What follows belongs to an exercise in optimizing a design on an open flow for small area; a production flow would make more cautious choices.
The RTL was checked by simulation tests, not by an equivalence proof against the original design.

==> flow/design.v <==
`timescale 1ns/1ps
module forth_serial (
	input  logic clk,
	input  logic reset,
	input  logic rx,
	output logic tx,
	output logic led_r,
	output logic led_g,
	output logic led_b
);
	logic [4:0] ph;
	logic       clr;
	always_ff @(posedge clk or negedge reset) begin
		if (!reset) begin
			ph  <= '0;
			clr <= 1'b1;
		end else begin
			ph <= ph + 1'b1;
			if (ph == 5'd31) clr <= 1'b0;
		end
	end
	logic [8:0] R;
	logic       samp;
	logic       rx_done;
	logic [7:0] word;
	assign samp    = (ph[3:0] == 4'd15) && (R[0] || !rx);
	assign rx_done = samp && R[0] && !R[1];
	assign word    = R[8:1];
	always_ff @(posedge clk or negedge reset) begin
		if (!reset) R[0] <= 1'b0;
		else if (samp) R[0] <= R[0] ? R[1] : 1'b1;
	end
	always_ff @(posedge clk) begin
		if (samp) R[8:1] <= {rx, R[0] ? R[8:2] : 7'h7f};
	end
	logic is_digit, is_blank, is_add, is_sub, is_and, is_or, is_eq, is_dup, is_over;
	logic is_drop, is_neg, is_not, is_zeq, is_emit, is_led, is_err;
	always_comb begin
		is_digit = (word >= "0") && (word <= "9");
		is_blank = (word == " ") || ((word >= 8'd10) && (word <= 8'd13));
		is_add  = word == "+";
		is_sub  = word == "-";
		is_and  = word == "&";
		is_or   = word == "|";
		is_eq   = word == "=";
		is_dup  = word == "d";
		is_over = word == "o";
		is_drop = word == "x";
		is_neg  = word == "n";
		is_not  = word == "~";
		is_zeq  = word == "z";
		is_emit = word == ".";
		is_led  = word == "l";
		is_err  = !(is_digit || is_blank || is_add || is_sub || is_and || is_or || is_eq ||
			is_dup || is_over || is_drop || is_neg || is_not || is_zeq || is_emit || is_led);
	end
	logic op_push, op_pop;
	assign op_push = is_digit || is_dup || is_over;
	assign op_pop  = is_add || is_sub || is_and || is_or || is_eq || is_drop || is_emit || is_led;
	localparam logic [1:0] S_IDLE = 2'd0, S_PEND = 2'd1, S_ARM = 2'd2, S_EXEC = 2'd3;
	logic [1:0] st;
	logic arm, exec, o;
	logic o_nx, up;
	assign arm  = (st == S_ARM);
	assign exec = (st == S_EXEC);
	always_ff @(posedge clk or negedge reset) begin
		if (!reset) begin
			st <= S_IDLE;
			o  <= 1'b0;
		end else begin
			if (ph == 5'd31) begin
				o <= o_nx;
				case (st)
					S_IDLE:  if (rx_done) st <= S_ARM;
					S_PEND:  st <= S_ARM;
					S_ARM:   st <= S_EXEC;
					default: st <= S_IDLE;
				endcase
			end else if (rx_done) begin
				st <= S_PEND;
			end
		end
	end
	assign o_nx = (exec && (op_push || op_pop)) ? o : !o;
	assign up   = exec ? (op_push || (!op_pop && o)) : o;
	logic [31:0] ring [16];
	logic [15:0] q;
	logic [15:0] d;
	logic        wbit;
	logic        up_s, dn_s;
	assign up_s = up && !clr;
	assign dn_s = !up && !clr;
	always_comb begin
		for (int j = 0; j < 16; j++) q[j] = ring[j][0];
		for (int j = 1; j < 15; j++) begin
			if (j % 2 == 1) d[j] = !((up_s && q[j-1]) || (dn_s && q[j+1]));
			else            d[j] = !((up_s && q[j-1]) || (dn_s && q[j+1]) || clr);
		end
		d[0]  = clr ? 1'b0 : (!o_nx ? wbit : !(up ? q[15] : q[1]));
		d[15] = clr ? 1'b1 : !(o_nx ? wbit : (up ? q[14] : q[0]));
	end
	always_ff @(posedge clk) begin
		for (int j = 0; j < 16; j++) ring[j] <= {d[j], ring[j][31:1]};
	end
	logic t, s;
	assign t = o ? !q[15] : q[0];
	assign s = o ? q[0]  : !q[1];
	logic c;
	logic ua, ub, cin, ceff, sum, x;
	always_comb begin
		ua  = exec && (is_add || is_sub);
		ub  = exec && (is_sub || is_neg || is_not);
		cin = exec && (is_sub || is_neg);
		ceff = (ph == 5'd0) ? cin : c;
		sum = (ua & s) ^ (t ^ ub) ^ ceff;
		x   = is_zeq ? t : (s ^ t);
	end
	always_ff @(posedge clk) begin
		if (arm)                        c <= ((ph != 5'd0) && c) || x;
		else if (!(is_eq || is_zeq))    c <= ((ua & s) & (t ^ ub)) | (((ua & s) ^ (t ^ ub)) & ceff);
	end
	always_comb begin
		wbit = t;
		if (exec) begin
			if (is_digit)                       wbit = (ph[4:2] == 3'd0) ? word[ph[1:0]] : 1'b0;
			else if (is_add || is_sub || is_neg || is_not) wbit = sum;
			else if (is_and)                    wbit = s & t;
			else if (is_or)                     wbit = s | t;
			else if (is_eq)                     wbit = !c;
			else if (is_zeq)                    wbit = !c;
			else if (is_over || is_drop || is_emit || is_led) wbit = s;
		end
	end
	logic [8:0] sh;
	logic bnd, start, cap, capbit;
	assign bnd    = (ph[3:0] == 4'd0);
	assign start  = arm && (is_emit || is_err) && (ph == 5'd16);
	assign cap    = arm && (((is_emit || is_err) && ph < 5'd8) || (is_led && ph < 5'd16));
	assign capbit = is_err ? (ph < 5'd6) : (t || ph[3]);
	always_ff @(posedge clk or negedge reset) begin
		if (!reset) begin
			sh <= '1;
		end else begin
			if (bnd) sh[0] <= start ? 1'b0 : sh[1];
			if (cap || (bnd && !start)) sh[8:1] <= {cap ? capbit : 1'b1, sh[8:2]};
		end
	end
	assign tx = sh[0];
	logic [2:0] led;
	always_ff @(posedge clk or negedge reset) begin
		if (!reset) led <= '1;
		else if (arm && is_led && ph == 5'd8) led <= ~sh[3:1];
	end
	assign led_g = led[0];
	assign led_b = led[1];
	assign led_r = led[2];
endmodule
clock: 15.0 ns
lec_check: 0
abc_area: 1
cap_margin: 20
core_margin: 2
core_utilization: 75
cts_buf_list: sky130_fd_sc_hd__clkbuf_8
cts_cluster_diameter: 50
cts_cluster_size: 20
slew_margin: 20
standard.sh (not shown) runs the stock make flow with config.mk's settings and CLKGATE_MAP_FILE= SYNTH_SCRIPT=/design/flow/synth_recipe.tcl, a recipe that flattens the netlist after the stock synthesis.
==> flow/flow/run.sh <==
#!/bin/bash
# The standard layout (standard.sh) with three changes:
#  - synthesis is the standard script (flow/synth.tcl is synth_recipe.tcl)
#    except that ABC maps the combinational logic with an area-oriented
#    script (flow/area.scr); registers are mapped exactly as before
#  - CTS uses clkbuf_8 leaf buffers on clusters of at most 22 sinks,
#    clkbuf_4 for the upper tree and no dummy loads
#  - port buffers are buf_1 (every input and output is still buffered)
# All of ORFS's output goes to standard.log here and to orfs/logs.
set -euo pipefail
export MY_ABC_SCRIPT=$PWD/flow/area.scr
bash standard.sh SYNTH_SCRIPT=$PWD/flow/synth.tcl \
	"CTS_ARGS=-sink_clustering_enable -repair_clock_nets -sink_clustering_size 22 -sink_clustering_max_diameter 70 -buf_list sky130_fd_sc_hd__clkbuf_8 -root_buf sky130_fd_sc_hd__clkbuf_4 -tree_buf sky130_fd_sc_hd__clkbuf_4 -dont_use_dummy_load" \
	"BUFFER_PORTS_ARGS=-buffer_cell sky130_fd_sc_hd__buf_1" \
	finish > standard.log 2>&1
==> flow/flow/area.scr <==
strash
balance
rewrite
refactor
balance
rewrite
rewrite -z
balance
refactor -z
rewrite -z
balance
dch -f
amap
==> flow/flow/synth.tcl <==
# The standard synthesis script (synth_recipe.tcl), with only the ABC
# script for combinational mapping swapped for flow/area.scr
proc synth {args} { yosys synth -nofsm -noshare {*}$args }
proc abc {args} {
  set i [lsearch -exact $args -script]
  if { $i >= 0 } { lset args [expr {$i + 1}] $::env(MY_ABC_SCRIPT) }
  yosys abc {*}$args
}
source $::env(SCRIPTS_DIR)/synth.tcl
# left out here: clear keep_hierarchy, flatten, clean up, hide names made inside functions, write 1_2_yosys.v
Edit:
==> flow/flow/run.sh (replaced) <==
#!/bin/bash
# Standard layout (standard.sh), with synthesis mapping combinational
# logic through an area-oriented ABC script (flow/area.scr)
set -euo pipefail
export MY_ABC_SCRIPT=$PWD/flow/area.scr
bash standard.sh SYNTH_SCRIPT=$PWD/flow/synth.tcl "CTS_ARGS=-sink_clustering_enable -repair_clock_nets -sink_clustering_size 20 -sink_clustering_max_diameter 50 -buf_list sky130_fd_sc_hd__clkbuf_8 -dont_use_dummy_load" finish > standard.log 2>&1
Settings changed: CORE_UTILIZATION 75 to 85.
What happened:
- Now the flow failed in detailed placement
- synthesized area is unchanged
- synthesized cell count does not change
Edit:
==> flow/flow/run.sh (replaced) <==
#!/bin/bash
# Standard layout (standard.sh), with synthesis mapping combinational
# logic through an area-oriented ABC script (flow/area.scr)
set -euo pipefail
export MY_ABC_SCRIPT=$PWD/flow/area.scr
bash standard.sh SYNTH_SCRIPT=$PWD/flow/synth.tcl "CTS_ARGS=-sink_clustering_enable -repair_clock_nets -sink_clustering_size 20 -sink_clustering_max_diameter 50 -buf_list sky130_fd_sc_hd__clkbuf_8 -root_buf sky130_fd_sc_hd__clkbuf_4 -tree_buf sky130_fd_sc_hd__clkbuf_4 -dont_use_dummy_load" "BUFFER_PORTS_ARGS=-buffer_cell sky130_fd_sc_hd__buf_1" finish > standard.log 2>&1
Settings changed: CORE_UTILIZATION 85 to 75.
After rerunning: This time the run went through all stages and came out clean. Synthesized cell count is unchanged. Synthesized area does not change.
Edit:
==> flow/flow/run.sh (replaced) <==
#!/bin/bash
# Standard layout (standard.sh), with synthesis mapping combinational
# logic through an area-oriented ABC script (flow/area.scr)
set -euo pipefail
export MY_ABC_SCRIPT=$PWD/flow/area.scr
bash standard.sh SYNTH_SCRIPT=$PWD/flow/synth.tcl "CTS_ARGS=-sink_clustering_enable -repair_clock_nets -sink_clustering_size 20 -sink_clustering_max_diameter 50 -buf_list sky130_fd_sc_hd__clkbuf_8 -dont_use_dummy_load" finish > standard.log 2>&1
Settings changed: CORE_UTILIZATION 75 to 70.
After rerunning: Global-route usage drops by 2.0 points; register-to-register slack improved by 0.12 ns; clock-buffer cell count goes up by 1; setup slack loses 0.28 ns; design area goes up by about 0.7%; routed wire length goes down by about 4%; synthesized area is unchanged.
Edit:
==> flow/flow/run.sh (replaced) <==
#!/bin/bash
# Standard layout (standard.sh), with synthesis mapping combinational
# logic through an area-oriented ABC script (flow/area.scr)
set -euo pipefail
export MY_ABC_SCRIPT=$PWD/flow/area.scr
bash standard.sh SYNTH_SCRIPT=$PWD/flow/synth.tcl "CTS_ARGS=-sink_clustering_enable -repair_clock_nets -sink_clustering_size 22 -sink_clustering_max_diameter 50 -buf_list sky130_fd_sc_hd__clkbuf_8 -root_buf sky130_fd_sc_hd__clkbuf_4 -tree_buf sky130_fd_sc_hd__clkbuf_4 -dont_use_dummy_load" "BUFFER_PORTS_ARGS=-buffer_cell sky130_fd_sc_hd__buf_1" finish > standard.log 2>&1
Settings changed: CORE_UTILIZATION 70 to 80.
This time the run died in detailed placement on DPL-0033; area after synthesis is unchanged; synthesized cell count is unchanged.

## what the ideal ports hide
The results above use ideal ports. As a check the final layouts listed here were re-extracted and re-timed, cells and wires unchanged.
Step 1: set_driving_cell puts a clkbuf_16 on clk and a buf_2 on each other input, an assumption about the parent block.
Step 2 adds t to the input delays and takes it off the output delays; t is the mean of the earliest and latest rising clock arrival at the registers after step 1. Input paths then give back, and output paths get back, about the clock's delay inside the block.
Slacks: no drivers / after step 1 / after step 2; pairs: no drivers / after step 1.
| run | t, ns | setup slack, ns | clock arrival spread, ns |
|---|---|---|---|
| the first run | 0.742 | 10.578 / 10.539 / 10.891 | 0.023 / 0.023 |
| the third run | 0.653 | 10.704 / 10.667 / 10.827 | 0.065 / 0.065 |
| the fourth run | 0.556 | 10.427 / 10.387 / 10.571 | 0.044 / 0.043 |
After both steps setup and hold are still met in every run listed.
